From an optimization exercise on the open Yosys and OpenROAD flow, aimed at small area, a short achievable clock period and few clock cycles per item; shortcuts taken in it are not production practice. Only simulation tests tie the RTL to the original design; equivalence was not proved.

## flow/design.v (module list and top-level ports; edited modules follow where they fit)
// module cdd_pipe_ctrl: 25 lines
// module cdd_stage1: 1216 lines
// module cdd_stage2: 624 lines
// module cdd_final: 514 lines
// module cdd_clean: 40 lines
// module calendar_date_difference: 88 lines
module calendar_date_difference (
  input  logic                           clk_i,
  input  logic                           rst_ni,
  input  logic                           in_valid_i,
  output logic                           in_ready_o,
  input  logic [cdd_pkg::YEAR_W-1:0]     first_year_i,
  input  logic [cdd_pkg::MONTH_W-1:0]    first_month_i,
  input  logic [cdd_pkg::DAY_W-1:0]      first_day_i,
  input  logic [cdd_pkg::YEAR_W-1:0]     second_year_i,
  input  logic [cdd_pkg::MONTH_W-1:0]    second_month_i,
  input  logic [cdd_pkg::DAY_W-1:0]      second_day_i,
  output logic                           out_valid_o,
  input  logic                           out_ready_i,
  output logic [cdd_pkg::DIFF_W-1:0]     day_difference_o
);
  // ...
==> flow/flow/run.sh <==
#!/bin/bash
# Layout flow: the standard flow (standard.sh) with two changes:
# - the buffers that buffer_ports puts on every input and output port are
#   sky130_fd_sc_hd__buf_2 instead of the cell OpenROAD picks by default;
# - Yosys's synth skips its quick internal ABC pass (SYNTH_ARGS=-noabc), so
#   the full adders written in the RTL reach extract_fa as written; the
#   technology mapping ABC pass after it runs as usual.
set -euo pipefail
export BUFFER_PORTS_ARGS="-buffer_cell sky130_fd_sc_hd__buf_2"
export SYNTH_ARGS="-noabc"
bash standard.sh finish > standard_flow.log 2>&1
==> flow/standard.sh <==
#!/bin/bash
# synth_recipe.tcl (not shown) runs the flow's synth.tcl, then flattens the netlist and writes it again
# the make line also repeats each setting of config.mk as NAME=value (left out here)
make -C /OpenROAD-flow-scripts/flow DESIGN_CONFIG=/design/flow/config.mk WORK_HOME=/design/flow/orfs CLKGATE_MAP_FILE= SYNTH_SCRIPT=/design/flow/synth_recipe.tcl "${@:-finish}"
==> flow/config.mk <==
export PLATFORM = sky130hd
export DESIGN_NAME = calendar_date_difference
export DESIGN_NICKNAME = calendar_date_difference
export VERILOG_FILES = /design/flow/design.v
export SDC_FILE = /design/flow/constraint.sdc
export NUM_CORES = 4
export LEC_CHECK = 0
export CAP_MARGIN = 20
export CORE_MARGIN = 2
export CORE_UTILIZATION = 40
export SETUP_SLACK_MARGIN = 2.6
export SLEW_MARGIN = 20
==> flow/constraint.sdc <==
create_clock -name core_clock -period 7.0 [get_ports {clk_i}]
set_input_delay 1.4000 -clock core_clock [delete_from_list [all_inputs] [get_ports {clk_i}]]
set_output_delay 1.4000 -clock core_clock [all_outputs]
set_load 0.01 [all_outputs]
==> reports/qor.txt, run 1 <==
Run status: no timing/DRC/antenna violations
Count of cell types in the netlist: 66
TritonCTS clock tree: built
Yosys warning count: 4
Post-placement cell count: 1604
Non-Clock Inverter Count: 300
Starting DRT DRC Count: 334
Ratio of cells with drive above 1 in the final layout: 19.4%
Area of combinational cells with multiple inputs: 8140 um^2
Last element of the critical path: la_q$_DFFE_PP_
Maximum fanout along the worst path: 4
Average wire per standard cell: 14.5 um
Synthesized-area fraction occupied by ao, oa, aoi and oai cells: 10.4%
Buf+Inv Stages, Crit Path: 5
Detail Route met3 WL: 636 um
Number of flip-flops under the largest register name: 44
Drt first pass iters: 7
Total routed wirelength: 24.0 mm
Leading cell types by total area after synthesis: sky130_fd_sc_hd__edfxtp_1 25%, sky130_fd_sc_hd__fa_1 21%, sky130_fd_sc_hd__ha_1 15%
Startpoint of the lowest-slack register-to-register path: ga_q$_DFFE_PP_
Worst slew margin relative to its limit: 32.0%
Number of clock sinks: 98
Startpoint class of the critical path: input port
DP HPWL: 19.8 mm
Largest reg by FF count: cs_q
Testbench counts, summed over its fixed seeds: cycles 24,016, items 24,000.
==> run 2, diff against run 1 <==
--- a/flow/design.v
+++ b/flow/design.v
@@ -426,227 +426,206 @@
   logic s1_s373;
   logic s1_c374;
   logic s1_s375;
   logic s1_c376;
   logic s1_s377;
   logic s1_c378;
   logic s1_s379;
   logic s1_c380;
-  logic s1_s381;
-  logic s1_c382;
-  logic s1_s383;
-  logic s1_c384;
-  logic s1_s385;
-  logic s1_c386;
-  logic s1_s387;
-  logic s1_c388;
-  logic s1_s389;
-  logic s1_c390;
-  logic s1_s391;
-  logic s1_c392;
-  logic s1_s393;
-  logic s1_c394;
-  logic s1_s395;
-  logic s1_c396;
-  logic s1_s397;
-  logic s1_c398;
-  logic s1_s399;
-  logic s1_c400;
-  logic s1_s401;
-  logic s1_c402;
-  logic s1_g403;
-  logic s1_p404;
-  logic s1_g405;
-  logic s1_p406;
-  logic s1_g407;
-  logic s1_p408;
-  logic s1_g409;
-  logic s1_p410;
-  logic s1_g411;
-  logic s1_p412;
-  logic s1_g413;
-  logic s1_p414;
-  logic s1_g415;
-  logic s1_p416;
-  logic s1_g417;
-  logic s1_p418;
-  logic s1_g419;
-  logic s1_p420;
-  logic s1_g421;
-  logic s1_p422;
-  logic s1_g423;
-  logic s1_p424;
-  logic s1_g425;
-  logic s1_p426;
-  logic s1_g427;
-  logic s1_p428;
-  logic s1_g429;
-  logic s1_p430;
-  logic s1_g431;
-  logic s1_p432;
-  logic s1_g433;
-  logic s1_p434;
-  logic s1_g435;
-  logic s1_p436;
-  logic s1_g437;
-  logic s1_p438;
-  logic s1_g439;
-  logic s1_p440;
-  logic s1_g441;
-  logic s1_p442;
-  logic s1_g443;
-  logic s1_p444;
-  logic s1_g445;
-  logic s1_p446;
-  logic s1_g447;
-  logic s1_p448;
-  logic s1_g449;
-  logic s1_p450;
-  logic s1_g451;
-  logic s1_p452;
-  logic s1_g453;
-  logic s1_p454;
-  logic s1_g455;
-  logic s1_p456;
-  logic s1_g457;
-  logic s1_p458;
-  logic s1_g459;
-  logic s1_p460;
-  logic s1_g461;
-  logic s1_p462;
-  logic s1_g463;
-  logic s1_p464;
-  logic s1_g465;
-  logic s1_p466;
-  logic s1_g467;
-  logic s1_p468;
-  logic s1_x469;
-  logic s1_x470;
-  logic s1_x471;
-  logic s1_x472;
-  logic s1_x473;
-  logic s1_x474;
-  logic s1_x475;
-  logic s1_x476;
-  logic s1_x477;
-  logic s1_x478;
-  logic s1_x479;
-  logic s1_s480;
-  logic s1_c481;
-  logic s1_s482;
-  logic s1_c483;
-  logic s1_s484;
-  logic s1_c485;
-  logic s1_s486;
-  logic s1_c487;
-  logic s1_s488;
-  logic s1_c489;
+  logic s1_g381;
+  logic s1_g382;
+  logic s1_p383;
+  logic s1_g384;
+  logic s1_p385;
+  logic s1_g386;
+  logic s1_p387;
+  logic s1_g388;
+  logic s1_p389;
+  logic s1_g390;
+  logic s1_p391;
+  logic s1_g392;
+  logic s1_p393;
+  logic s1_g394;
+  logic s1_p395;
+  logic s1_g396;
+  logic s1_p397;
+  logic s1_g398;
+  logic s1_p399;
+  logic s1_g400;
+  logic s1_p401;
+  logic s1_g402;
+  logic s1_p403;
+  logic s1_g404;
+  logic s1_p405;
+  logic s1_g406;
+  logic s1_p407;
+  logic s1_g408;
+  logic s1_p409;
+  logic s1_g410;
+  logic s1_p411;
+  logic s1_g412;
+  logic s1_p413;
+  logic s1_g414;
+  logic s1_p415;
+  logic s1_g416;
+  logic s1_p417;
+  logic s1_g418;
+  logic s1_p419;
+  logic s1_g420;
+  logic s1_p421;
+  logic s1_g422;
+  logic s1_p423;
+  logic s1_g424;
+  logic s1_p425;
+  logic s1_g426;
+  logic s1_p427;
+  logic s1_g428;
+  logic s1_p429;
+  logic s1_g430;
+  logic s1_p431;
+  logic s1_g432;
+  logic s1_p433;
+  logic s1_g434;
+  logic s1_p435;
+  logic s1_g436;
+  logic s1_p437;
+  logic s1_g438;
+  logic s1_p439;
+  logic s1_g440;
+  logic s1_p441;
+  logic s1_g442;
+  logic s1_p443;
+  logic s1_g444;
+  logic s1_p445;
+  logic s1_g446;
+  logic s1_p447;
+  logic s1_x448;
+  logic s1_x449;
+  logic s1_x450;
+  logic s1_x451;
+  logic s1_x452;
+  logic s1_x453;
+  logic s1_x454;
+  logic s1_x455;
+  logic s1_x456;
+  logic s1_x457;
+  logic s1_x458;
+  logic s1_s459;
+  logic s1_c460;
+  logic s1_s461;
+  logic s1_c462;
+  logic s1_s463;
+  logic s1_c464;
+  logic s1_s465;
+  logic s1_c466;
+  logic s1_s467;
+  logic s1_c468;
+  logic s1_g469;
+  logic s1_p470;
+  logic s1_g471;
+  logic s1_p472;
+  logic s1_g473;
+  logic s1_p474;
+  logic s1_g475;
+  logic s1_p476;
+  logic s1_g477;
+  logic s1_p478;
+  logic s1_p479;
+  logic s1_p480;
+  logic s1_p481;
+  logic s1_g482;
+  logic s1_p483;
+  logic s1_g484;
+  logic s1_p485;
+  logic s1_g486;
+  logic s1_p487;
+  logic s1_g488;
+  logic s1_p489;
   logic s1_g490;
   logic s1_p491;
   logic s1_g492;
   logic s1_p493;
-  logic s1_g494;
-  logic s1_p495;
-  logic s1_g496;
-  logic s1_p497;
-  logic s1_g498;
-  logic s1_p499;
+  logic s1_p494;
+  logic s1_g495;
+  logic s1_p496;
+  logic s1_g497;
+  logic s1_p498;
+  logic s1_g499;
   logic s1_p500;
-  logic s1_p501;
+  logic s1_g501;
   logic s1_p502;
   logic s1_g503;
   logic s1_p504;
   logic s1_g505;
   logic s1_p506;
-  logic s1_g507;
-  logic s1_p508;
-  logic s1_g509;
-  logic s1_p510;
-  logic s1_g511;
-  logic s1_p512;
-  logic s1_g513;
-  logic s1_p514;
-  logic s1_p515;
-  logic s1_g516;
-  logic s1_p517;
-  logic s1_g518;
-  logic s1_p519;
-  logic s1_g520;
-  logic s1_p521;
-  logic s1_g522;
-  logic s1_p523;
-  logic s1_g524;
-  logic s1_p525;
-  logic s1_g526;
-  logic s1_p527;
-  logic s1_x528;
-  logic s1_x529;
-  logic s1_x530;
-  logic s1_x531;
-  logic s1_x532;
-  logic s1_x533;
-  logic s1_x534;
-  logic s1_x535;
-  logic s1_s536;
-  logic s1_c537;
-  logic s1_s538;
-  logic s1_c539;
-  logic s1_s540;
-  logic s1_c541;
-  logic s1_s542;
-  logic s1_c543;
-  logic s1_s544;
-  logic s1_c545;
+  logic s1_x507;
+  logic s1_x508;
+  logic s1_x509;
+  logic s1_x510;
+  logic s1_x511;
+  logic s1_x512;
+  logic s1_x513;
+  logic s1_x514;
+  logic s1_s515;
+  logic s1_c516;
+  logic s1_s517;
+  logic s1_c518;
+  logic s1_s519;
+  logic s1_c520;
+  logic s1_s521;
+  logic s1_c522;
+  logic s1_s523;
+  logic s1_c524;
+  logic s1_g525;
+  logic s1_p526;
+  logic s1_g527;
+  logic s1_p528;
+  logic s1_g529;
+  logic s1_p530;
+  logic s1_g531;
+  logic s1_p532;
+  logic s1_g533;
+  logic s1_p534;
+  logic s1_p535;
+  logic s1_p536;
+  logic s1_p537;
+  logic s1_g538;
+  logic s1_p539;
+  logic s1_g540;
+  logic s1_p541;
+  logic s1_g542;
+  logic s1_p543;
+  logic s1_g544;
+  logic s1_p545;
   logic s1_g546;
   logic s1_p547;
   logic s1_g548;
   logic s1_p549;
-  logic s1_g550;
-  logic s1_p551;
-  logic s1_g552;
-  logic s1_p553;
-  logic s1_g554;
-  logic s1_p555;
+  logic s1_p550;
+  logic s1_g551;
+  logic s1_p552;
+  logic s1_g553;
+  logic s1_p554;
+  logic s1_g555;
   logic s1_p556;
-  logic s1_p557;
+  logic s1_g557;
   logic s1_p558;
   logic s1_g559;
   logic s1_p560;
   logic s1_g561;
   logic s1_p562;
-  logic s1_g563;
-  logic s1_p564;
-  logic s1_g565;
-  logic s1_p566;
-  logic s1_g567;
-  logic s1_p568;
-  logic s1_g569;
-  logic s1_p570;
-  logic s1_p571;
-  logic s1_g572;
-  logic s1_p573;
-  logic s1_g574;
-  logic s1_p575;
-  logic s1_g576;
-  logic s1_p577;
-  logic s1_g578;
-  logic s1_p579;
-  logic s1_g580;
-  logic s1_p581;
-  logic s1_g582;
-  logic s1_p583;
-  logic s1_x584;
-  logic s1_x585;
-  logic s1_x586;
-  logic s1_x587;
-  logic s1_x588;
-  logic s1_x589;
-  logic s1_x590;
-  logic s1_x591;
+  logic s1_x563;
+  logic s1_x564;
+  logic s1_x565;
+  logic s1_x566;
+  logic s1_x567;
+  logic s1_x568;
+  logic s1_x569;
+  logic s1_x570;
   cdd_clean u_clean_a (.year_i(a_year_i), .month_i(a_month_i), .day_i(a_day_i),
                        .prod_i(a_prod), .t_o(a_t), .r_o(ra_o), .c_o(ca_o),
                        .cum_o(a_cum), .dlv_o(a_dlv), .l_o(la_o), .g_o(ga_o));
   cdd_clean u_clean_b (.year_i(b_year_i), .month_i(b_month_i), .day_i(b_day_i),
                        .prod_i(b_prod), .t_o(b_t), .r_o(rb_o), .c_o(cb_o),
                        .cum_o(b_cum), .dlv_o(b_dlv), .l_o(lb_o), .g_o(gb_o));
   assign s1_s1 = a_year_i[2] ^ a_year_i[5];
   assign s1_c2 = a_year_i[2] & a_year_i[5];
@@ -1023,232 +1002,211 @@
   assign s1_s373 = a_t[8] ^ b_t[8];
   assign s1_c374 = a_t[8] & ~b_t[8];
   assign s1_s375 = a_t[9] ^ b_t[9];
   assign s1_c376 = a_t[9] & ~b_t[9];
   assign s1_s377 = a_t[10] ^ b_t[10];
   assign s1_c378 = a_t[10] & ~b_t[10];
   assign s1_s379 = a_t[11] ^ b_t[11];
   assign s1_c380 = a_t[11] & ~b_t[11];
-  assign s1_s381 = s1_c358 ^ s1_s359;
-  assign s1_c382 = s1_c358 & ~s1_s359;
-  assign s1_s383 = s1_c360 ^ s1_s361;
-  assign s1_c384 = s1_c360 & ~s1_s361;
-  assign s1_s385 = s1_c362 ^ s1_s363;
-  assign s1_c386 = s1_c362 & ~s1_s363;
-  assign s1_s387 = s1_c364 ^ s1_s365;
-  assign s1_c388 = s1_c364 & ~s1_s365;
-  assign s1_s389 = s1_c366 ^ s1_s367;
-  assign s1_c390 = s1_c366 & ~s1_s367;
-  assign s1_s391 = s1_c368 ^ s1_s369;
-  assign s1_c392 = s1_c368 & ~s1_s369;
-  assign s1_s393 = s1_c370 ^ s1_s371;
-  assign s1_c394 = s1_c370 & ~s1_s371;
-  assign s1_s395 = s1_c372 ^ s1_s373;
-  assign s1_c396 = s1_c372 & ~s1_s373;
-  assign s1_s397 = s1_c374 ^ s1_s375;
-  assign s1_c398 = s1_c374 & ~s1_s375;
-  assign s1_s399 = s1_c376 ^ s1_s377;
-  assign s1_c400 = s1_c376 & ~s1_s377;
-  assign s1_s401 = s1_c378 ^ s1_s379;
-  assign s1_c402 = s1_c378 & ~s1_s379;
-  assign s1_g403 = s1_c382 | (~s1_s381 & ~s1_s357);
-  assign s1_p404 = ~s1_s381 & s1_s357;
-  assign s1_g405 = s1_c384 | (~s1_s383 & s1_c382);
-  assign s1_p406 = ~s1_s383 & ~s1_s381;
-  assign s1_g407 = s1_c386 | (~s1_s385 & s1_c384);
-  assign s1_p408 = ~s1_s385 & ~s1_s383;
-  assign s1_g409 = s1_c388 | (~s1_s387 & s1_c386);
-  assign s1_p410 = ~s1_s387 & ~s1_s385;
-  assign s1_g411 = s1_c390 | (~s1_s389 & s1_c388);
-  assign s1_p412 = ~s1_s389 & ~s1_s387;
-  assign s1_g413 = s1_c392 | (~s1_s391 & s1_c390);
-  assign s1_p414 = ~s1_s391 & ~s1_s389;
-  assign s1_g415 = s1_c394 | (~s1_s393 & s1_c392);
-  assign s1_p416 = ~s1_s393 & ~s1_s391;
-  assign s1_g417 = s1_c396 | (~s1_s395 & s1_c394);
-  assign s1_p418 = ~s1_s395 & ~s1_s393;
-  assign s1_g419 = s1_c398 | (~s1_s397 & s1_c396);
-  assign s1_p420 = ~s1_s397 & ~s1_s395;
-  assign s1_g421 = s1_c400 | (~s1_s399 & s1_c398);
-  assign s1_p422 = ~s1_s399 & ~s1_s397;
-  assign s1_g423 = s1_c402 | (~s1_s401 & s1_c400);
-  assign s1_p424 = ~s1_s401 & ~s1_s399;
-  assign s1_g425 = s1_g405 | (s1_p406 & ~s1_s357);
-  assign s1_p426 = s1_p406 & s1_s357;
-  assign s1_g427 = s1_g407 | (s1_p408 & s1_g403);
-  assign s1_p428 = s1_p408 & s1_p404;
-  assign s1_g429 = s1_g409 | (s1_p410 & s1_g405);
-  assign s1_p430 = s1_p410 & s1_p406;
-  assign s1_g431 = s1_g411 | (s1_p412 & s1_g407);
-  assign s1_p432 = s1_p412 & s1_p408;
-  assign s1_g433 = s1_g413 | (s1_p414 & s1_g409);
-  assign s1_p434 = s1_p414 & s1_p410;
-  assign s1_g435 = s1_g415 | (s1_p416 & s1_g411);
-  assign s1_p436 = s1_p416 & s1_p412;
-  assign s1_g437 = s1_g417 | (s1_p418 & s1_g413);
-  assign s1_p438 = s1_p418 & s1_p414;
-  assign s1_g439 = s1_g419 | (s1_p420 & s1_g415);
-  assign s1_p440 = s1_p420 & s1_p416;
-  assign s1_g441 = s1_g421 | (s1_p422 & s1_g417);
-  assign s1_p442 = s1_p422 & s1_p418;
-  assign s1_g443 = s1_g423 | (s1_p424 & s1_g419);
-  assign s1_p444 = s1_p424 & s1_p420;
-  assign s1_g445 = s1_g429 | (s1_p430 & ~s1_s357);
-  assign s1_p446 = s1_p430 & s1_s357;
-  assign s1_g447 = s1_g431 | (s1_p432 & s1_g403);
-  assign s1_p448 = s1_p432 & s1_p404;
-  assign s1_g449 = s1_g433 | (s1_p434 & s1_g425);
-  assign s1_p450 = s1_p434 & s1_p426;
-  assign s1_g451 = s1_g435 | (s1_p436 & s1_g427);
-  assign s1_p452 = s1_p436 & s1_p428;
-  assign s1_g453 = s1_g437 | (s1_p438 & s1_g429);
-  assign s1_p454 = s1_p438 & s1_p430;
-  assign s1_g455 = s1_g439 | (s1_p440 & s1_g431);
-  assign s1_p456 = s1_p440 & s1_p432;
-  assign s1_g457 = s1_g441 | (s1_p442 & s1_g433);
-  assign s1_p458 = s1_p442 & s1_p434;
-  assign s1_g459 = s1_g443 | (s1_p444 & s1_g435);
-  assign s1_p460 = s1_p444 & s1_p436;
-  assign s1_g461 = s1_g453 | (s1_p454 & ~s1_s357);
-  assign s1_p462 = s1_p454 & s1_s357;
-  assign s1_g463 = s1_g455 | (s1_p456 & s1_g403);
-  assign s1_p464 = s1_p456 & s1_p404;
-  assign s1_g465 = s1_g457 | (s1_p458 & s1_g425);
-  assign s1_p466 = s1_p458 & s1_p426;
-  assign s1_g467 = s1_g459 | (s1_p460 & s1_g427);
-  assign s1_p468 = s1_p460 & s1_p428;
-  assign s1_x469 = s1_s381 ^ s1_s357;
-  assign s1_x470 = s1_s383 ^ s1_g403;
-  assign s1_x471 = s1_s385 ^ s1_g425;
-  assign s1_x472 = s1_s387 ^ s1_g427;
-  assign s1_x473 = s1_s389 ^ s1_g445;
-  assign s1_x474 = s1_s391 ^ s1_g447;
-  assign s1_x475 = s1_s393 ^ s1_g449;
-  assign s1_x476 = s1_s395 ^ s1_g451;
-  assign s1_x477 = s1_s397 ^ s1_g461;
-  assign s1_x478 = s1_s399 ^ s1_g463;
-  assign s1_x479 = s1_s401 ^ s1_g465;
-  assign s1_s480 = a_cum[0] ^ a_dlv[0];
-  assign s1_c481 = a_cum[0] & a_dlv[0];
-  assign s1_s482 = a_cum[1] ^ a_dlv[1];
-  assign s1_c483 = a_cum[1] & a_dlv[1];
-  assign s1_s484 = a_cum[2] ^ a_dlv[2];
-  assign s1_c485 = a_cum[2] & a_dlv[2];
-  assign s1_s486 = a_cum[3] ^ a_dlv[3];
-  assign s1_c487 = a_cum[3] & a_dlv[3];
-  assign s1_s488 = a_cum[4] ^ a_dlv[4];
-  assign s1_c489 = a_cum[4] & a_dlv[4];
-  assign s1_g490 = s1_c483 | (s1_s482 & s1_c481);
-  assign s1_p491 = s1_s482 & s1_s480;
-  assign s1_g492 = s1_c485 | (s1_s484 & s1_c483);
-  assign s1_p493 = s1_s484 & s1_s482;
-  assign s1_g494 = s1_c487 | (s1_s486 & s1_c485);
-  assign s1_p495 = s1_s486 & s1_s484;
-  assign s1_g496 = s1_c489 | (s1_s488 & s1_c487);
-  assign s1_p497 = s1_s488 & s1_s486;
-  assign s1_g498 = a_cum[5] & s1_c489;
-  assign s1_p499 = a_cum[5] & s1_s488;
-  assign s1_p500 = a_cum[6] & a_cum[5];
-  assign s1_p501 = a_cum[7] & a_cum[6];
-  assign s1_p502 = a_cum[8] & a_cum[7];
-  assign s1_g503 = s1_g492 | (s1_p493 & s1_c481);
-  assign s1_p504 = s1_p493 & s1_s480;
-  assign s1_g505 = s1_g494 | (s1_p495 & s1_g490);
-  assign s1_p506 = s1_p495 & s1_p491;
-  assign s1_g507 = s1_g496 | (s1_p497 & s1_g492);
-  assign s1_p508 = s1_p497 & s1_p493;
-  assign s1_g509 = s1_g498 | (s1_p499 & s1_g494);
-  assign s1_p510 = s1_p499 & s1_p495;
-  assign s1_g511 = s1_p500 & s1_g496;
-  assign s1_p512 = s1_p500 & s1_p497;
-  assign s1_g513 = s1_p501 & s1_g498;
-  assign s1_p514 = s1_p501 & s1_p499;
-  assign s1_p515 = s1_p502 & s1_p500;
-  assign s1_g516 = s1_g507 | (s1_p508 & s1_c481);
-  assign s1_p517 = s1_p508 & s1_s480;
-  assign s1_g518 = s1_g509 | (s1_p510 & s1_g490);
-  assign s1_p519 = s1_p510 & s1_p491;
-  assign s1_g520 = s1_g511 | (s1_p512 & s1_g503);
-  assign s1_p521 = s1_p512 & s1_p504;
-  assign s1_g522 = s1_g513 | (s1_p514 & s1_g505);
-  assign s1_p523 = s1_p514 & s1_p506;
-  assign s1_g524 = s1_p515 & s1_g507;
-  assign s1_p525 = s1_p515 & s1_p508;
-  assign s1_g526 = s1_g524 | (s1_p525 & s1_c481);
-  assign s1_p527 = s1_p525 & s1_s480;
-  assign s1_x528 = s1_s482 ^ s1_c481;
-  assign s1_x529 = s1_s484 ^ s1_g490;
-  assign s1_x530 = s1_s486 ^ s1_g503;
-  assign s1_x531 = s1_s488 ^ s1_g505;
-  assign s1_x532 = a_cum[5] ^ s1_g516;
-  assign s1_x533 = a_cum[6] ^ s1_g518;
-  assign s1_x534 = a_cum[7] ^ s1_g520;
-  assign s1_x535 = a_cum[8] ^ s1_g522;
-  assign s1_s536 = b_cum[0] ^ b_dlv[0];
-  assign s1_c537 = b_cum[0] & b_dlv[0];
-  assign s1_s538 = b_cum[1] ^ b_dlv[1];
-  assign s1_c539 = b_cum[1] & b_dlv[1];
-  assign s1_s540 = b_cum[2] ^ b_dlv[2];
-  assign s1_c541 = b_cum[2] & b_dlv[2];
-  assign s1_s542 = b_cum[3] ^ b_dlv[3];
-  assign s1_c543 = b_cum[3] & b_dlv[3];
-  assign s1_s544 = b_cum[4] ^ b_dlv[4];
-  assign s1_c545 = b_cum[4] & b_dlv[4];
-  assign s1_g546 = s1_c539 | (s1_s538 & s1_c537);
-  assign s1_p547 = s1_s538 & s1_s536;
-  assign s1_g548 = s1_c541 | (s1_s540 & s1_c539);
-  assign s1_p549 = s1_s540 & s1_s538;
-  assign s1_g550 = s1_c543 | (s1_s542 & s1_c541);
-  assign s1_p551 = s1_s542 & s1_s540;
-  assign s1_g552 = s1_c545 | (s1_s544 & s1_c543);
-  assign s1_p553 = s1_s544 & s1_s542;
-  assign s1_g554 = b_cum[5] & s1_c545;
-  assign s1_p555 = b_cum[5] & s1_s544;
-  assign s1_p556 = b_cum[6] & b_cum[5];
-  assign s1_p557 = b_cum[7] & b_cum[6];
-  assign s1_p558 = b_cum[8] & b_cum[7];
-  assign s1_g559 = s1_g548 | (s1_p549 & s1_c537);
-  assign s1_p560 = s1_p549 & s1_s536;
-  assign s1_g561 = s1_g550 | (s1_p551 & s1_g546);
-  assign s1_p562 = s1_p551 & s1_p547;
-  assign s1_g563 = s1_g552 | (s1_p553 & s1_g548);
-  assign s1_p564 = s1_p553 & s1_p549;
-  assign s1_g565 = s1_g554 | (s1_p555 & s1_g550);
-  assign s1_p566 = s1_p555 & s1_p551;
-  assign s1_g567 = s1_p556 & s1_g552;
-  assign s1_p568 = s1_p556 & s1_p553;
-  assign s1_g569 = s1_p557 & s1_g554;
-  assign s1_p570 = s1_p557 & s1_p555;
-  assign s1_p571 = s1_p558 & s1_p556;
-  assign s1_g572 = s1_g563 | (s1_p564 & s1_c537);
-  assign s1_p573 = s1_p564 & s1_s536;
-  assign s1_g574 = s1_g565 | (s1_p566 & s1_g546);
-  assign s1_p575 = s1_p566 & s1_p547;
-  assign s1_g576 = s1_g567 | (s1_p568 & s1_g559);
-  assign s1_p577 = s1_p568 & s1_p560;
-  assign s1_g578 = s1_g569 | (s1_p570 & s1_g561);
-  assign s1_p579 = s1_p570 & s1_p562;
-  assign s1_g580 = s1_p571 & s1_g563;
-  assign s1_p581 = s1_p571 & s1_p564;
-  assign s1_g582 = s1_g580 | (s1_p581 & s1_c537);
-  assign s1_p583 = s1_p581 & s1_s536;
-  assign s1_x584 = s1_s538 ^ s1_c537;
-  assign s1_x585 = s1_s540 ^ s1_g546;
-  assign s1_x586 = s1_s542 ^ s1_g559;
-  assign s1_x587 = s1_s544 ^ s1_g561;
-  assign s1_x588 = b_cum[5] ^ s1_g572;
-  assign s1_x589 = b_cum[6] ^ s1_g574;
-  assign s1_x590 = b_cum[7] ^ s1_g576;
-  assign s1_x591 = b_cum[8] ^ s1_g578;
+  assign s1_g381 = s1_c358 | ~s1_s357;
+  assign s1_g382 = s1_c360 | (~s1_s359 & s1_g381);
+  assign s1_p383 = ~s1_s359 & ~s1_s357;
+  assign s1_g384 = s1_c362 | (~s1_s361 & s1_c360);
+  assign s1_p385 = ~s1_s361 & ~s1_s359;
+  assign s1_g386 = s1_c364 | (~s1_s363 & s1_c362);
+  assign s1_p387 = ~s1_s363 & ~s1_s361;
+  assign s1_g388 = s1_c366 | (~s1_s365 & s1_c364);
+  assign s1_p389 = ~s1_s365 & ~s1_s363;
+  assign s1_g390 = s1_c368 | (~s1_s367 & s1_c366);
+  assign s1_p391 = ~s1_s367 & ~s1_s365;
+  assign s1_g392 = s1_c370 | (~s1_s369 & s1_c368);
+  assign s1_p393 = ~s1_s369 & ~s1_s367;
+  assign s1_g394 = s1_c372 | (~s1_s371 & s1_c370);
+  assign s1_p395 = ~s1_s371 & ~s1_s369;
+  assign s1_g396 = s1_c374 | (~s1_s373 & s1_c372);
+  assign s1_p397 = ~s1_s373 & ~s1_s371;
+  assign s1_g398 = s1_c376 | (~s1_s375 & s1_c374);
+  assign s1_p399 = ~s1_s375 & ~s1_s373;
+  assign s1_g400 = s1_c378 | (~s1_s377 & s1_c376);
+  assign s1_p401 = ~s1_s377 & ~s1_s375;
+  assign s1_g402 = s1_c380 | (~s1_s379 & s1_c378);
+  assign s1_p403 = ~s1_s379 & ~s1_s377;
+  assign s1_g404 = s1_g384 | (s1_p385 & s1_g381);
+  assign s1_p405 = s1_p385 & ~s1_s357;
+  assign s1_g406 = s1_g386 | (s1_p387 & s1_g382);
+  assign s1_p407 = s1_p387 & s1_p383;
+  assign s1_g408 = s1_g388 | (s1_p389 & s1_g384);
+  assign s1_p409 = s1_p389 & s1_p385;
+  assign s1_g410 = s1_g390 | (s1_p391 & s1_g386);
+  assign s1_p411 = s1_p391 & s1_p387;
+  assign s1_g412 = s1_g392 | (s1_p393 & s1_g388);
+  assign s1_p413 = s1_p393 & s1_p389;
+  assign s1_g414 = s1_g394 | (s1_p395 & s1_g390);
+  assign s1_p415 = s1_p395 & s1_p391;
+  assign s1_g416 = s1_g396 | (s1_p397 & s1_g392);
+  assign s1_p417 = s1_p397 & s1_p393;
+  assign s1_g418 = s1_g398 | (s1_p399 & s1_g394);
+  assign s1_p419 = s1_p399 & s1_p395;
+  assign s1_g420 = s1_g400 | (s1_p401 & s1_g396);
+  assign s1_p421 = s1_p401 & s1_p397;
+  assign s1_g422 = s1_g402 | (s1_p403 & s1_g398);
+  assign s1_p423 = s1_p403 & s1_p399;
+  assign s1_g424 = s1_g408 | (s1_p409 & s1_g381);
+  assign s1_p425 = s1_p409 & ~s1_s357;
+  assign s1_g426 = s1_g410 | (s1_p411 & s1_g382);
+  assign s1_p427 = s1_p411 & s1_p383;
+  assign s1_g428 = s1_g412 | (s1_p413 & s1_g404);
+  assign s1_p429 = s1_p413 & s1_p405;
+  assign s1_g430 = s1_g414 | (s1_p415 & s1_g406);
+  assign s1_p431 = s1_p415 & s1_p407;
+  assign s1_g432 = s1_g416 | (s1_p417 & s1_g408);
+  assign s1_p433 = s1_p417 & s1_p409;
+  assign s1_g434 = s1_g418 | (s1_p419 & s1_g410);
+  assign s1_p435 = s1_p419 & s1_p411;
+  assign s1_g436 = s1_g420 | (s1_p421 & s1_g412);
+  assign s1_p437 = s1_p421 & s1_p413;
+  assign s1_g438 = s1_g422 | (s1_p423 & s1_g414);
+  assign s1_p439 = s1_p423 & s1_p415;
+  assign s1_g440 = s1_g432 | (s1_p433 & s1_g381);
+  assign s1_p441 = s1_p433 & ~s1_s357;
+  assign s1_g442 = s1_g434 | (s1_p435 & s1_g382);
+  assign s1_p443 = s1_p435 & s1_p383;
+  assign s1_g444 = s1_g436 | (s1_p437 & s1_g404);
+  assign s1_p445 = s1_p437 & s1_p405;
+  assign s1_g446 = s1_g438 | (s1_p439 & s1_g406);
+  assign s1_p447 = s1_p439 & s1_p407;
+  assign s1_x448 = s1_s359 ^ s1_g381;
+  assign s1_x449 = s1_s361 ^ s1_g382;
+  assign s1_x450 = s1_s363 ^ s1_g404;
+  assign s1_x451 = s1_s365 ^ s1_g406;
+  assign s1_x452 = s1_s367 ^ s1_g424;
+  assign s1_x453 = s1_s369 ^ s1_g426;
+  assign s1_x454 = s1_s371 ^ s1_g428;
+  assign s1_x455 = s1_s373 ^ s1_g430;
+  assign s1_x456 = s1_s375 ^ s1_g440;
+  assign s1_x457 = s1_s377 ^ s1_g442;
+  assign s1_x458 = s1_s379 ^ s1_g444;
+  assign s1_s459 = a_cum[0] ^ a_dlv[0];
+  assign s1_c460 = a_cum[0] & a_dlv[0];
+  assign s1_s461 = a_cum[1] ^ a_dlv[1];
+  assign s1_c462 = a_cum[1] & a_dlv[1];
+  assign s1_s463 = a_cum[2] ^ a_dlv[2];
+  assign s1_c464 = a_cum[2] & a_dlv[2];
+  assign s1_s465 = a_cum[3] ^ a_dlv[3];
+  assign s1_c466 = a_cum[3] & a_dlv[3];
+  assign s1_s467 = a_cum[4] ^ a_dlv[4];
+  assign s1_c468 = a_cum[4] & a_dlv[4];
+  assign s1_g469 = s1_c462 | (s1_s461 & s1_c460);
+  assign s1_p470 = s1_s461 & s1_s459;
+  assign s1_g471 = s1_c464 | (s1_s463 & s1_c462);
+  assign s1_p472 = s1_s463 & s1_s461;
+  assign s1_g473 = s1_c466 | (s1_s465 & s1_c464);
+  assign s1_p474 = s1_s465 & s1_s463;
+  assign s1_g475 = s1_c468 | (s1_s467 & s1_c466);
+  assign s1_p476 = s1_s467 & s1_s465;
+  assign s1_g477 = a_cum[5] & s1_c468;
+  assign s1_p478 = a_cum[5] & s1_s467;
+  assign s1_p479 = a_cum[6] & a_cum[5];
+  assign s1_p480 = a_cum[7] & a_cum[6];
+  assign s1_p481 = a_cum[8] & a_cum[7];
+  assign s1_g482 = s1_g471 | (s1_p472 & s1_c460);
+  assign s1_p483 = s1_p472 & s1_s459;
+  assign s1_g484 = s1_g473 | (s1_p474 & s1_g469);
+  assign s1_p485 = s1_p474 & s1_p470;
+  assign s1_g486 = s1_g475 | (s1_p476 & s1_g471);
+  assign s1_p487 = s1_p476 & s1_p472;
+  assign s1_g488 = s1_g477 | (s1_p478 & s1_g473);
+  assign s1_p489 = s1_p478 & s1_p474;
+  assign s1_g490 = s1_p479 & s1_g475;
+  assign s1_p491 = s1_p479 & s1_p476;
+  assign s1_g492 = s1_p480 & s1_g477;
+  assign s1_p493 = s1_p480 & s1_p478;
+  assign s1_p494 = s1_p481 & s1_p479;
+  assign s1_g495 = s1_g486 | (s1_p487 & s1_c460);
+  assign s1_p496 = s1_p487 & s1_s459;
+  assign s1_g497 = s1_g488 | (s1_p489 & s1_g469);
+  assign s1_p498 = s1_p489 & s1_p470;
+  assign s1_g499 = s1_g490 | (s1_p491 & s1_g482);
+  assign s1_p500 = s1_p491 & s1_p483;
+  assign s1_g501 = s1_g492 | (s1_p493 & s1_g484);
+  assign s1_p502 = s1_p493 & s1_p485;
+  assign s1_g503 = s1_p494 & s1_g486;
+  assign s1_p504 = s1_p494 & s1_p487;
+  assign s1_g505 = s1_g503 | (s1_p504 & s1_c460);
+  assign s1_p506 = s1_p504 & s1_s459;
+  assign s1_x507 = s1_s461 ^ s1_c460;
+  assign s1_x508 = s1_s463 ^ s1_g469;
+  assign s1_x509 = s1_s465 ^ s1_g482;
+  assign s1_x510 = s1_s467 ^ s1_g484;
+  assign s1_x511 = a_cum[5] ^ s1_g495;
+  assign s1_x512 = a_cum[6] ^ s1_g497;
+  assign s1_x513 = a_cum[7] ^ s1_g499;
+  assign s1_x514 = a_cum[8] ^ s1_g501;
+  assign s1_s515 = b_cum[0] ^ b_dlv[0];
+  assign s1_c516 = b_cum[0] & b_dlv[0];
+  assign s1_s517 = b_cum[1] ^ b_dlv[1];
+  assign s1_c518 = b_cum[1] & b_dlv[1];
+  assign s1_s519 = b_cum[2] ^ b_dlv[2];
+  assign s1_c520 = b_cum[2] & b_dlv[2];
+  assign s1_s521 = b_cum[3] ^ b_dlv[3];
+  assign s1_c522 = b_cum[3] & b_dlv[3];
+  assign s1_s523 = b_cum[4] ^ b_dlv[4];
+  assign s1_c524 = b_cum[4] & b_dlv[4];
+  assign s1_g525 = s1_c518 | (s1_s517 & s1_c516);
+  assign s1_p526 = s1_s517 & s1_s515;
+  assign s1_g527 = s1_c520 | (s1_s519 & s1_c518);
+  assign s1_p528 = s1_s519 & s1_s517;
+  assign s1_g529 = s1_c522 | (s1_s521 & s1_c520);
+  assign s1_p530 = s1_s521 & s1_s519;
+  assign s1_g531 = s1_c524 | (s1_s523 & s1_c522);
+  assign s1_p532 = s1_s523 & s1_s521;
+  assign s1_g533 = b_cum[5] & s1_c524;
+  assign s1_p534 = b_cum[5] & s1_s523;
+  assign s1_p535 = b_cum[6] & b_cum[5];
+  assign s1_p536 = b_cum[7] & b_cum[6];
+  assign s1_p537 = b_cum[8] & b_cum[7];
+  assign s1_g538 = s1_g527 | (s1_p528 & s1_c516);
+  assign s1_p539 = s1_p528 & s1_s515;
+  assign s1_g540 = s1_g529 | (s1_p530 & s1_g525);
+  assign s1_p541 = s1_p530 & s1_p526;
+  assign s1_g542 = s1_g531 | (s1_p532 & s1_g527);
+  assign s1_p543 = s1_p532 & s1_p528;
+  assign s1_g544 = s1_g533 | (s1_p534 & s1_g529);
+  assign s1_p545 = s1_p534 & s1_p530;
+  assign s1_g546 = s1_p535 & s1_g531;
+  assign s1_p547 = s1_p535 & s1_p532;
+  assign s1_g548 = s1_p536 & s1_g533;
+  assign s1_p549 = s1_p536 & s1_p534;
+  assign s1_p550 = s1_p537 & s1_p535;
+  assign s1_g551 = s1_g542 | (s1_p543 & s1_c516);
+  assign s1_p552 = s1_p543 & s1_s515;
+  assign s1_g553 = s1_g544 | (s1_p545 & s1_g525);
+  assign s1_p554 = s1_p545 & s1_p526;
+  assign s1_g555 = s1_g546 | (s1_p547 & s1_g538);
+  assign s1_p556 = s1_p547 & s1_p539;
+  assign s1_g557 = s1_g548 | (s1_p549 & s1_g540);
+  assign s1_p558 = s1_p549 & s1_p541;
+  assign s1_g559 = s1_p550 & s1_g542;
+  assign s1_p560 = s1_p550 & s1_p543;
+  assign s1_g561 = s1_g559 | (s1_p560 & s1_c516);
+  assign s1_p562 = s1_p560 & s1_s515;
+  assign s1_x563 = s1_s517 ^ s1_c516;
+  assign s1_x564 = s1_s519 ^ s1_g525;
+  assign s1_x565 = s1_s521 ^ s1_g538;
+  assign s1_x566 = s1_s523 ^ s1_g540;
+  assign s1_x567 = b_cum[5] ^ s1_g551;
+  assign s1_x568 = b_cum[6] ^ s1_g553;
+  assign s1_x569 = b_cum[7] ^ s1_g555;
+  assign s1_x570 = b_cum[8] ^ s1_g557;
   assign a_prod = {s1_x178, s1_x177, s1_x176, s1_x175, s1_x174, s1_x173, s1_x172, s1_x171, s1_x170, s1_x169, s1_x168, s1_x167};
   assign b_prod = {s1_x356, s1_x355, s1_x354, s1_x353, s1_x352, s1_x351, s1_x350, s1_x349, s1_x348, s1_x347, s1_x346, s1_x345};
-  assign dt_o = {~s1_x479, ~s1_x478, ~s1_x477, ~s1_x476, ~s1_x475, ~s1_x474, ~s1_x473, ~s1_x472, ~s1_x471, ~s1_x470, s1_x469, s1_s357};
-  assign ua_o = {s1_x535, s1_x534, s1_x533, s1_x532, s1_x531, s1_x530, s1_x529, s1_x528, s1_s480};
-  assign ub_o = {s1_x591, s1_x590, s1_x589, s1_x588, s1_x587, s1_x586, s1_x585, s1_x584, s1_s536};
+  assign dt_o = {~s1_x458, ~s1_x457, ~s1_x456, ~s1_x455, ~s1_x454, ~s1_x453, ~s1_x452, ~s1_x451, ~s1_x450, ~s1_x449, ~s1_x448, s1_s357};
+  assign ua_o = {s1_x514, s1_x513, s1_x512, s1_x511, s1_x510, s1_x509, s1_x508, s1_x507, s1_s459};
+  assign ub_o = {s1_x570, s1_x569, s1_x568, s1_x567, s1_x566, s1_x565, s1_x564, s1_x563, s1_s515};
 endmodule
 module cdd_stage2 (
   input  logic [11:0] dt_i,
   input  logic [8:0]  ua_i,
   input  logic [8:0]  ub_i,
   input  logic [1:0]  ra_i,
   input  logic [1:0]  rb_i,
   input  logic [6:0]  ca_i,
==> flow/flow/run.sh (replaced) <==
#!/bin/bash
# Layout flow: the standard flow (standard.sh), with one change: the
# buffers that buffer_ports puts on every input and output port are
# sky130_fd_sc_hd__buf_2 instead of the cell OpenROAD picks by default.
set -euo pipefail
export BUFFER_PORTS_ARGS="-buffer_cell sky130_fd_sc_hd__buf_2"
bash standard.sh finish > standard_flow.log 2>&1
==> flow/config.mk (replaced) <==
export PLATFORM = sky130hd
export DESIGN_NAME = calendar_date_difference
export DESIGN_NICKNAME = calendar_date_difference
export VERILOG_FILES = /design/flow/design.v
export SDC_FILE = /design/flow/constraint.sdc
export NUM_CORES = 4
export LEC_CHECK = 0
export CAP_MARGIN = 20
export CORE_MARGIN = 2
export CORE_UTILIZATION = 60
export CTS_BUF_LIST = sky130_fd_sc_hd__clkbuf_8
export SETUP_SLACK_MARGIN = 2.6
export SLEW_MARGIN = 20
==> reports/qor.txt, run 2 <==
Remaining number of nets flagged by the antenna check after routing: 0
Depth of the worst hold-timing path: 1
Endpoint kind of the worst setup timing path: primary output
Congestion Overflow GR: 0
# DRC: 0
Type of the worst setup path: reg2out
Hold buffer count at cts: 0
Yosys warning count: 4 (unchanged)
Total Routing Usage GR: 23.7%
Library cell with the highest instance count after synthesis: sky130_fd_sc_hd__inv_1
Wire length on met1: 11.0 mm
Worst slew margin relative to its limit: 32.4% (+0.32 points)
Largest area contributor in the synthesized netlist: sky130_fd_sc_hd__edfxtp_1
Gate count of the mapped netlist: 1217
Post-Synthesis Mean Instance Area: 9.69 um^2
Mean number of vias per cell: 5.29
Hold_sp: u_ctrl.v1_q$_DFFE_PN0P_
Final setup skew: 0.0179 ns
Total count of hold-check failures in the final report: 0
Average wire per standard cell: 15.3 um (+5.8%)
Number of clock sinks: 98 (unchanged)
Starting DRT DRC Count: 407 (+22%)
Leading cell types by total area after synthesis: sky130_fd_sc_hd__edfxtp_1 24%, sky130_fd_sc_hd__fa_1 21%, sky130_fd_sc_hd__ha_1 16%
Cell types with the highest counts after synthesis: 274 x sky130_fd_sc_hd__inv_1, 148 x sky130_fd_sc_hd__ha_1, 123 x sky130_fd_sc_hd__fa_1
Fraction of the yosys area taken by sequential cells: 24.9%
Area of placed instances: 12300 um^2
Startpoint of the lowest-slack register-to-register path: ga_q$_DFFE_PP_
Arrival time worst endpoint: 2.96 ns
Die width: 144 um
Hold-critical path endpoint: u_ctrl.v2_q$_DFFE_PN0P_
Number of I/O pins: 74
Area growth from synthesis to layout: 8.89%
Routed met2 length: 11.4 mm
Count of cell types in the netlist: 57 (-14%)
Area of the mapped netlist: 11800 um^2
Initial cell density of the core: 60.8%
Minimum clock period after layout: 4.36 ns
DP HPWL: 20.0 mm (+0.59%)
Accumulated negative setup slack: 0 ns
Critical Path RT: 5.60 ns
Count of flip-flops with a built-in enable after synthesis: 96
Clock latency on the worst-skew pair: 0.38 ns
Startpoint class of the critical path: flop
Worst Tran Pin Value: 1.01 ns
Flops & latches, synth: 98
Final design instance area without fill: 12800 um^2
DIE AREA: 20800 um^2
Path depth of the worst reg2reg path: 10
Most frequent standard cell in the layout excluding fill and tap cells: sky130_fd_sc_hd__inv_1
Number of flip-flops under the largest register name: 44 (unchanged)
MaxCap Viol Count: 0
Upper clock frequency limit: 229 MHz
Top routing layer in use: met4
Drt first pass iters: 5 (-2)
Root buffer selected by CTS: sky130_fd_sc_hd__clkbuf_8
H-tree depth reported by CTS: 3
Number of buffers added on ports: 73
Final max-slew violation count: 0
Largest registers: cs_q: 44 flops, dt_q: 12 flops
Main flop type after synthesis: sky130_fd_sc_hd__edfxtp_1
Area share of the leading cell type in the synthesized netlist: 24.5%
Total routed wirelength: 23.6 mm (-1.8%)
N_diodes: 0
Commonest cells after routing, fill and taps aside: 271 x sky130_fd_sc_hd__inv_1, 142 x sky130_fd_sc_hd__ha_1, 123 x sky130_fd_sc_hd__fa_1, 96 x sky130_fd_sc_hd__edfxtp_1, 73 x sky130_fd_sc_hd__buf_2
Reg-to-reg setup timing slack: 2.79 ns
Number of global-route vias before repair: 7890
TritonCTS clock tree: built
Largest net degree at the start of global routing: 55
Inserted Clock Buffers: 9
FFs w/ async S/R, synth: 2.04%
Ratio of cells with drive above 1 in the final layout: 11.5% (-7.9 points)
Core outline area: 19400 um^2
Die H: 144 um
Detail Route met3 WL: 686 um (+7.9%)
Min-Delay Path Class: reg2reg
Antenna violations before repair: 0
Clk pin slew, worst setup/hold paths: 0.10 ns
Number of endpoints failing setup at the final stage: 0
Count of nets after finishing: 1592
Maximum clock path buffer count: 2
Reg-to-reg endpoint: cs_q[11]$_DFFE_PP_
Row Count: 51
Wire length of the first global-routing pass: 37.9 mm
Synthesized net count: 1538
Unrepaired setup endpoints after global routing: true
Final RePlAce weighted congestion: 0.936
Crit share post-route: 62.4%
Largest reg by FF count: cs_q
Number of fillers in the final layout: 1668
Run status: no timing/DRC/antenna violations
Maximum fanout along the worst path: 5 (+1)
Via total after detailed routing: 8150
[run 2: what timing repair did]
action | in CTS | in global routing
gates resized for setup | 8 | 43
buffers inserted | 2 | 4
endpoints found under the setup margin | 25 | 32
pin swaps | 2 | 21
endpoints found under the hold margin | 0 | 0
[run 2: how the worst max path moves through the flow]
stage          cells past startpoint              start               endpoint
5_1_grt                           10  cs_q[3]$_DFFE_PP_   day_difference_o[16]
3_3_place_gp                      11    first_year_i[3]  ca_q[6]$_SDFFCE_PP0P_
3_5_place_dp                      16    first_year_i[7]     dt_q[10]$_DFFE_PP_
4_1_cts                           11  cs_q[2]$_DFFE_PP_    day_difference_o[3]
6_report                          10  cs_q[3]$_DFFE_PP_   day_difference_o[16]
2_1_floorplan                     10    first_year_i[3]  ca_q[6]$_SDFFCE_PP0P_
[run 2: through the flow]
step	std cells	utilization [%]	setup slack, ns	hold WS, ns
global route	1541	66.2	2.53	0.504
finish	1541	66.2	2.64	0.477
global placement	1519	63.4	2.25	0.450
CTS	1537	64.9	2.57	0.478
floorplan	1217	-	2.54	0.435
detailed placement	1519	63.4	2.16	0.455
[run 2: cell families (layout without fill, tap and decap cells)]
kind of cell	count (synthesis)	in the layout	synth area share, %
AOI/OAI and AO/OA	216	216	11.6
xor gates and xnor gates	68	68	5.05
adders and majority gates	271	271	36.6
buffers and inverters	314	373	10.7
DFF	98	98	24.9
muxes	19	19	1.72
and+or+nand+nor	231	231	9.41
[run 2: final cells by class]
type	instances	area (um^2)	area share [%]
Clock inverter	7	116	0.906
Multi-Input combinational cell	805	7860	61.2
Sequential cell	98	2930	22.8
Clock buffer	9	124	0.965
Tap cell	265	332	2.58
Timing Repair Buffer	83	444	3.46
Inverter	274	1030	8.01
[run 2: per-layer routing]
layer | vias to the layer above | GRT usage (%)
met1 | 3876 | 32.1
met4 | 0 | 7.77
met3 | 24 | 1.85
met2 | 150 | 40.7
li1 | 4100 | -
met5 | - | 0
[run 2: worst max-delay path, cell delays in order (launching register included)]
cell                       delay (ns)
sky130_fd_sc_hd__edfxtp_1        0.43
sky130_fd_sc_hd__ha_4            0.29
sky130_fd_sc_hd__a211oi_4        0.29
sky130_fd_sc_hd__o211ai_1        0.13
sky130_fd_sc_hd__a21oi_2         0.29
sky130_fd_sc_hd__nor2_2          0.09
sky130_fd_sc_hd__o41ai_4         0.47
sky130_fd_sc_hd__o21bai_1        0.12
sky130_fd_sc_hd__a21oi_1         0.17
sky130_fd_sc_hd__xnor2_1         0.14
sky130_fd_sc_hd__buf_2           0.15
Testbench counts of run 2, summed over its fixed seeds: cycles 24,016, items 24,000.
==> run 3, diff against run 2 <==
--- a/flow/config.mk
+++ b/flow/config.mk
@@ -7,7 +7,6 @@
 export LEC_CHECK = 0
 export CAP_MARGIN = 20
 export CORE_MARGIN = 2
-export CORE_UTILIZATION = 60
-export CTS_BUF_LIST = sky130_fd_sc_hd__clkbuf_8
+export CORE_UTILIZATION = 40
 export SETUP_SLACK_MARGIN = 2.6
 export SLEW_MARGIN = 20
==> reports/qor.txt, run 3 <==
Fraction of the yosys area taken by sequential cells: 24.9% (unchanged)
Unrepaired setup endpoints after global routing: false
Area of combinational cells with multiple inputs: 7890 um^2 (+0.41%)
Main flop type after synthesis: sky130_fd_sc_hd__edfxtp_1
Startpoint class of the critical path: input port
Area share of the leading cell type in the synthesized netlist: 24.5% (unchanged)
Total routed wirelength: 24.6 mm (+4.2%)
Core outline area: 28900 um^2 (+49%)
Ratio of cells with drive above 1 in the final layout: 12.3% (+0.75 points)
Number of clock sinks: 98 (unchanged)
TritonCTS clock tree: built
Initial cell density of the core: 40.9% (-20 points)
Count of flip-flops with a built-in enable after synthesis: 96 (unchanged)
H-tree depth reported by CTS: 3 (unchanged)
Run status: no timing/DRC/antenna violations
Largest registers: cs_q: 44 flops, dt_q: 12 flops
Number of fillers in the final layout: 2786 (+67%)
DP HPWL: 20.9 mm (+4.5%)
Maximum clock path buffer count: 2 (unchanged)
Post-Synthesis Mean Instance Area: 9.69 um^2 (unchanged)
Upper clock frequency limit: 234 MHz (+2.1%)
Count of nets after finishing: 1595 (+0.19%)
Synthesized net count: 1538 (unchanged)
Row Count: 62 (+22%)
# DRC: 0 (unchanged)
Largest area contributor in the synthesized netlist: sky130_fd_sc_hd__edfxtp_1
Antenna violations before repair: 0 (unchanged)
Area growth from synthesis to layout: 11.0%
Placement-stage worst setup slack: 2.10 ns (-0.0584 ns)
Flops & latches, synth: 98 (unchanged)
Gate count of the mapped netlist: 1217 (unchanged)
Final RePlAce weighted congestion: 0.895 (-4.4%)
Arrival time worst endpoint: 4.37 ns (+1.41 ns)
Mean number of vias per cell: 4.87 (-7.9%)
Starting DRT DRC Count: 457 (+12%)
Final max-slew violation count: 0 (unchanged)
Accumulated negative setup slack: 0 ns (unchanged)
Endpoint kind of the worst setup timing path: flop
Number of buffers added on ports: 73 (unchanged)
Total count of hold-check failures in the final report: 0 (unchanged)
Wire length of the first global-routing pass: 40.7 mm (+7.5%)
Number of global-route vias before repair: 8160 (+3.4%)
Remaining number of nets flagged by the antenna check after routing: 0 (unchanged)
Root buffer selected by CTS: sky130_fd_sc_hd__clkbuf_16
Min-Delay Path Class: reg2reg
Largest net degree at the start of global routing: 54 (-1.8%)
Total Routing Usage GR: 16.6% (-7.0 points)
Critical Path RT: 7.10 ns (+1.50 ns)
Most frequent standard cell in the layout excluding fill and tap cells: sky130_fd_sc_hd__inv_1
Commonest cells after routing, fill and taps aside: 268 x sky130_fd_sc_hd__inv_1, 138 x sky130_fd_sc_hd__ha_1, 122 x sky130_fd_sc_hd__fa_1, 96 x sky130_fd_sc_hd__edfxtp_1, 73 x sky130_fd_sc_hd__buf_2
Worst Tran Pin Value: 0.675 ns (-0.340 ns)
Cell types with the highest counts after synthesis: 274 x sky130_fd_sc_hd__inv_1, 148 x sky130_fd_sc_hd__ha_1, 123 x sky130_fd_sc_hd__fa_1
Clk pin slew, worst setup/hold paths: 0.07 ns (-0.03 ns)
Average wire per standard cell: 14.8 um (-3.5%)
Largest reg by FF count: cs_q
FFs w/ async S/R, synth: 2.04% (unchanged)
MaxCap Viol Count: 0 (unchanged)
Post-route setup slack: 2.73 ns (+0.0907 ns)
Library cell with the highest instance count after synthesis: sky130_fd_sc_hd__inv_1
Via total after detailed routing: 8101 (-0.60%)
Inserted Clock Buffers: 9 (unchanged)
Leading cell types by total area after synthesis: sky130_fd_sc_hd__edfxtp_1 24%, sky130_fd_sc_hd__fa_1 21%, sky130_fd_sc_hd__ha_1 16%
Maximum fanout along the worst path: 4 (-1)
Type of the worst setup path: in2reg
Congestion Overflow GR: 0 (unchanged)
Crit share post-route: 61.1% (-1.3 points)
Die width: 176 um (+22%)
Number of endpoints failing setup at the final stage: 0 (unchanged)
Clock latency on the worst-skew pair: 0.36 ns (-0.02 ns)
N_diodes: 0 (unchanged)
Yosys warning count: 4 (unchanged)
Minimum clock period after layout: 4.27 ns (-0.0907 ns)
Sequential cell area: 2930 um^2 (unchanged)
Final setup skew: 0.00970 ns (-0.00819 ns)
Drt first pass iters: 5 (unchanged)
Number of I/O pins: 74 (unchanged)
Number of flip-flops under the largest register name: 44 (unchanged)
Area of the mapped netlist: 11800 um^2 (unchanged)
Die H: 176 um (+22%)
Count of cell types in the netlist: 57 (unchanged)
DIE AREA: 30900 um^2 (+48%)
Worst slew margin relative to its limit: 55.0% (+23 points)
run 3: worst paths after layout:
check / startpoint / end / slack, ns / cells after the start
max in group asynchronous: rst_ni / u_ctrl.v2_q$_DFFE_PN0P_ / 6.09 / 1
worst max register to register: ga_q$_DFFE_PP_ / cs_q[11]$_DFFE_PP_ / 2.77 / 10
worst min register to register: u_ctrl.v1_q$_DFFE_PN0P_ / u_ctrl.v2_q$_DFFE_PN0P_ / 0.48 / 1
worst min-delay path: u_ctrl.v1_q$_DFFE_PN0P_ / u_ctrl.v2_q$_DFFE_PN0P_ / 0.48 / 1
min in group asynchronous: rst_ni / u_ctrl.v1_q$_DFFE_PN0P_ / 0.81 / 1
worst max-delay path: first_year_i[3] / ca_q[6]$_SDFFCE_PP0P_ / 2.73 / 11
run 3: kinds of logic (layout without fill, tap and decap cells):
family | Yosys count | after routing | synth area share (%)
compound gates | 216 | 216 | 11.6
xor+xnor | 68 | 68 | 5.05
fa+ha+maj | 271 | 271 | 36.6
buf+inv | 314 | 376 | 10.7
flops | 98 | 98 | 24.9
mux | 19 | 19 | 1.72
simple gates | 231 | 231 | 9.41
run 3: per-layer routing:
metal	GRT usage, %	part of all wire [%]	vias to the layer above	wire [um]
met3	1.90	3.1	27	752
li1	-	-	4107	-
met2	26.5	46	136	11200
met1	23.4	49	3831	12000
met4	6.27	2.6	0	634
met5	0	0	-	0
run 3: stage by stage:
step / hold WS (ns) / utilization, % / cells / instance area (um^2)
3_3_place_gp: 0.445 / 43.1 / 1638 / 12400
4_1_cts: 0.490 / 44.6 / 1660 / 12900
3_5_place_dp: 0.470 / 43.1 / 1638 / 12400
2_1_floorplan: 0.435 / - / 1217 / 11800
6_report: 0.480 / 45.4 / 1663 / 13100
5_1_grt: 0.499 / 45.4 / 1663 / 13100
run 3: timing repair:
action,in CTS,in global routing
hold buffers,0,0
setup endpoints to repair,29,30
pin swaps,4,12
gates resized for setup,13,40
cloned,0,0
setup buffers,6,3
run 3: critical path: stages:
cell and delay, ns:
sky130_fd_sc_hd__buf_2 0.15, sky130_fd_sc_hd__fa_1 0.57, sky130_fd_sc_hd__fa_1 0.45, sky130_fd_sc_hd__ha_4 0.25
sky130_fd_sc_hd__and3_1 0.15, sky130_fd_sc_hd__a221o_1 0.37, sky130_fd_sc_hd__o31a_1 0.31, sky130_fd_sc_hd__a221o_1 0.38
sky130_fd_sc_hd__a21oi_2 0.14, sky130_fd_sc_hd__xnor2_1 0.12, sky130_fd_sc_hd__a21oi_1 0.08
run 3: area by class of cell:
type	count	area share, %
Clock buffer	9	1.72
Sequential cell	98	22.4
Timing Repair Buffer	86	3.54
Tap cell	384	3.67
Multi-Input combinational cell	805	60.3
Inverter	274	7.86
Clock inverter	7	0.526
==> run 4, diff against run 3 <==
--- a/flow/config.mk
+++ b/flow/config.mk
@@ -8,5 +8,5 @@
 export CAP_MARGIN = 20
 export CORE_MARGIN = 2
 export CORE_UTILIZATION = 40
-export SETUP_SLACK_MARGIN = 2.6
+export SETUP_SLACK_MARGIN = 2.7
 export SLEW_MARGIN = 20
==> reports/qor.txt, run 4 <==
Number of fillers in the final layout: 2802 (+0.57%)
Path depth of the worst reg2reg path: 11 (+1)
Buf+Inv Stages, Crit Path: 1 (unchanged)
Upper clock frequency limit: 233 MHz (-0.40%)
Hold_sp: u_ctrl.v1_q$_DFFE_PN0P_
Startpoint of the lowest-slack register-to-register path: gb_q$_DFFE_PP_
Depth of the worst hold-timing path: 1 (unchanged)
N_diodes: 0 (unchanged)
Row Count: 62 (unchanged)
Post-Synthesis Mean Instance Area: 9.69 um^2 (unchanged)
Largest net degree at the start of global routing: 55 (+1.9%)
H-tree depth reported by CTS: 3 (unchanged)
Area growth from synthesis to layout: 12.8%
Number of I/O pins: 74 (unchanged)
Antenna violations before repair: 0 (unchanged)
Average wire per standard cell: 14.6 um (-1.2%)
Hold-critical path endpoint: u_ctrl.v2_q$_DFFE_PN0P_
Die width: 176 um (unchanged)
Type of the worst setup path: reg2out
Count of nets after finishing: 1609 (+0.88%)
Area of the mapped netlist: 11800 um^2 (unchanged)
Leading cell types by total area after synthesis: sky130_fd_sc_hd__edfxtp_1 24%, sky130_fd_sc_hd__fa_1 21%, sky130_fd_sc_hd__ha_1 16%
Reg-to-reg endpoint: cs_q[11]$_DFFE_PP_
Total Routing Usage GR: 16.3% (-0.32 points)
Core outline area: 28900 um^2 (unchanged)
Congestion Overflow GR: 0 (unchanged)
Main flop type after synthesis: sky130_fd_sc_hd__edfxtp_1
Smallest hold slack: 0.477 ns (-0.00355 ns)
Count of cell types in the netlist: 57 (unchanged)
Critical path depth in cells: 10 (-1)
Area share of the leading cell type in the synthesized netlist: 24.5% (unchanged)
Final RePlAce weighted congestion: 0.899 (+0.39%)
Inserted Clock Buffers: 9 (unchanged)
Commonest cells after routing, fill and taps aside: 265 x sky130_fd_sc_hd__inv_1, 136 x sky130_fd_sc_hd__ha_1, 119 x sky130_fd_sc_hd__fa_1, 96 x sky130_fd_sc_hd__edfxtp_1, 69 x sky130_fd_sc_hd__buf_2
DP HPWL: 20.5 mm (-1.9%)
Hold buffer count at cts: 0 (unchanged)
Crit share post-route: 61.3% (+0.24 points)
Remaining number of nets flagged by the antenna check after routing: 0 (unchanged)
Initial cell density of the core: 40.9% (unchanged)
Arrival time worst endpoint: 2.89 ns (-1.48 ns)
Wire length of the first global-routing pass: 40.2 mm (-1.4%)
Final setup skew: 0.00725 ns (-0.00245 ns)
Most frequent standard cell in the layout excluding fill and tap cells: sky130_fd_sc_hd__inv_1
Count of flip-flops with a built-in enable after synthesis: 96 (unchanged)
Minimum clock period after layout: 4.29 ns (+0.0170 ns)
Final max-slew violation count: 0 (unchanged)
Number of endpoints failing setup at the final stage: 0 (unchanged)
Critical Path RT: 5.60 ns (-1.50 ns)
Largest reg by FF count: cs_q
Die H: 176 um (unchanged)
Min-Delay Path Class: reg2reg
Maximum clock path buffer count: 2 (unchanged)
Drt first pass iters: 5 (unchanged)
Total routed wirelength: 24.5 mm (-0.37%)
Cell Chain, Critical Path: ha_4 -> a211oi_4 -> o211ai_1 -> a21oi_2 -> nor2_2 -> o41ai_4 -> o41ai_1 -> a21oi_1 -> xnor2_1 -> buf_2
Accumulated negative setup slack: 0 ns (unchanged)
Post-layout util: 46.1% (+0.71 points)
Clk pin slew, worst setup/hold paths: 0.07 ns (about the same)
Largest registers: cs_q: 44 flops, dt_q: 12 flops
Number of cells in the finished layout apart from fillers: 1677 (+0.84%)
Number of flip-flops under the largest register name: 44 (unchanged)
Fraction of the yosys area taken by sequential cells: 24.9% (unchanged)
Synthesized net count: 1538 (unchanged)
Number of buffers added on ports: 73 (unchanged)
Worst slew margin relative to its limit: 31.1% (-24 points)
MaxCap Viol Count: 0 (unchanged)
Ratio of cells with drive above 1 in the final layout: 14.6% (+2.3 points)
Root buffer selected by CTS: sky130_fd_sc_hd__clkbuf_16
Flops & latches, synth: 98 (unchanged)
TritonCTS clock tree: built
FFs w/ async S/R, synth: 2.04% (unchanged)
Cell types with the highest counts after synthesis: 274 x sky130_fd_sc_hd__inv_1, 148 x sky130_fd_sc_hd__ha_1, 123 x sky130_fd_sc_hd__fa_1
Total count of hold-check failures in the final report: 0 (unchanged)
Post-placement cell count: 1638 (unchanged)
Startpoint class of the critical path: flop
Gate count of the mapped netlist: 1217 (unchanged)
Number of global-route vias before repair: 8019 (-1.7%)
# DRC: 0 (unchanged)
Run status: no timing/DRC/antenna violations
Worst Tran Pin Value: 1.03 ns (+0.359 ns)
Largest area contributor in the synthesized netlist: sky130_fd_sc_hd__edfxtp_1
Library cell with the highest instance count after synthesis: sky130_fd_sc_hd__inv_1
Maximum fanout along the worst path: 5 (+1)
Yosys warning count: 4 (unchanged)
Mean number of vias per cell: 4.85 (-0.39%)
Library cell contributing the largest single delay on the critical path: sky130_fd_sc_hd__o41ai_4
Endpoint kind of the worst setup timing path: primary output
Unrepaired setup endpoints after global routing: true
DIE AREA: 30900 um^2 (unchanged)
Worst path max stage delay: 0.44 ns (-0.13 ns)
Cell class contributing the biggest share of worst-path delay: compound AO/OA/AOI/OAI gates
Starting DRT DRC Count: 438 (-4.2%)
Reg-to-reg setup timing slack: 2.83 ns (+0.06 ns)
Number of clock sinks: 98 (unchanged)
Via total after detailed routing: 8137 (+0.44%)
Clock latency on the worst-skew pair: 0.35 ns (about the same)
run 4: cell counts after synthesis:
No cell type changed its count.
run 4: cell families (layout without fill, tap and decap cells):
kind of cell	Yosys count	count (layout)	synth area share, %
AOI/OAI and AO/OA	216	216	11.6
xor gates and xnor gates	68	68	5.05
adders and majority gates	271	271	36.6
buffers and inverters	314	390	10.7
DFF	98	98	24.9
muxes	19	19	1.72
and+or+nand+nor	231	231	9.41
run 4: worst max-delay path by stage:
stage | from | endpoint | slack (ns)
after detailed placement | first_year_i[7] | dt_q[10]$_DFFE_PP_ | 2.15
final | cs_q[2]$_DFFE_PP_ | day_difference_o[20] | 2.71
after global placement | first_year_i[7] | dt_q[10]$_DFFE_PP_ | 2.23
after global routing | cs_q[2]$_DFFE_PP_ | day_difference_o[16] | 2.60
after CTS | cs_q[38]$_DFFE_PP_ | day_difference_o[19] | 2.68
after floorplan | first_year_i[2] | ca_q[6]$_SDFFCE_PP0P_ | 2.57
run 4: metal layers:
metal | GRT usage [%] | up-vias | routed length [um] | part of all wire (%)
met4 | 5.20 | 0 | 499 | 2.0
met1 | 23.5 | 3826 | 12300 | 50
met2 | 25.7 | 146 | 11000 | 45
met3 | 2.01 | 25 | 720 | 2.9
met5 | 0 | - | 0 | 0
li1 | - | 4140 | - | -
run 4: area by class of cell:
cell class | instances | area [um^2] | share of cell area [%]
clock buffer | 11 | 233 | 1.75
sequential | 98 | 2930 | 22.1
timing repair buffer | 100 | 598 | 4.50
tap | 384 | 480 | 3.61
multi-input combinational | 805 | 7970 | 59.9
inverter | 274 | 1030 | 7.76
clock inverter | 5 | 55.1 | 0.414
run 4: metrics by stage:
| step | worst slack, ns | instance area, um^2 |
|---|---|---|
| 2_1_floorplan | 2.57 | 11800 |
| 3_3_place_gp | 2.23 | 12500 |
| 3_5_place_dp | 2.15 | 12500 |
| 4_1_cts | 2.68 | 12900 |
| 5_1_grt | 2.60 | 13300 |
| 6_report | 2.71 | 13300 |
run 4: timing repair:
| action | CTS | global route |
|---|---|---|
| gates resized for setup | 17 | 71 |
| pin swaps | 7 | 35 |
| setup buffers | 4 | 19 |
| endpoints found under the setup margin | 30 | 36 |

what the ideal ports hide:
Ports are ideal in the flow. The routed layouts listed here were re-timed in OpenROAD.
Step 1: set_driving_cell puts a clkbuf_16 on clk_i and a buf_2 on each other input, an assumption about the parent block.
Step 2 adds t to the input delays and takes it off the output delays; t is the mean of the earliest and latest rising clock arrival at the registers after step 1. Input paths then give back, and output paths get back, about the clock's delay inside the block.
Three values: no drivers, after step 1, after step 2; two values: the first two.
| run | t, ns | setup slack, ns | worst hold slack (ns) | latest minus earliest clock arrival (ns) |
|---|---|---|---|---|
| run 1 | 0.386 | 2.649 / 2.644 / 2.259 | 0.466 / 0.466 / 0.466 | 0.012 / 0.011 |
| run 2 | 0.410 | 2.635 / 2.597 / 2.294 | 0.477 / 0.477 / 0.477 | 0.018 / 0.018 |
| run 3 | 0.398 | 2.726 / 2.712 / 2.354 | 0.480 / 0.480 / 0.480 | 0.010 / 0.010 |
| run 4 | 0.392 | 2.709 / 2.664 / 2.388 | 0.477 / 0.477 / 0.477 | 0.008 / 0.008 |
After both steps setup and hold are still met in every run listed. For run 1, which loses most, drivers alone change the setup slack by -0.005 ns; drivers and shift together by -0.390 ns.
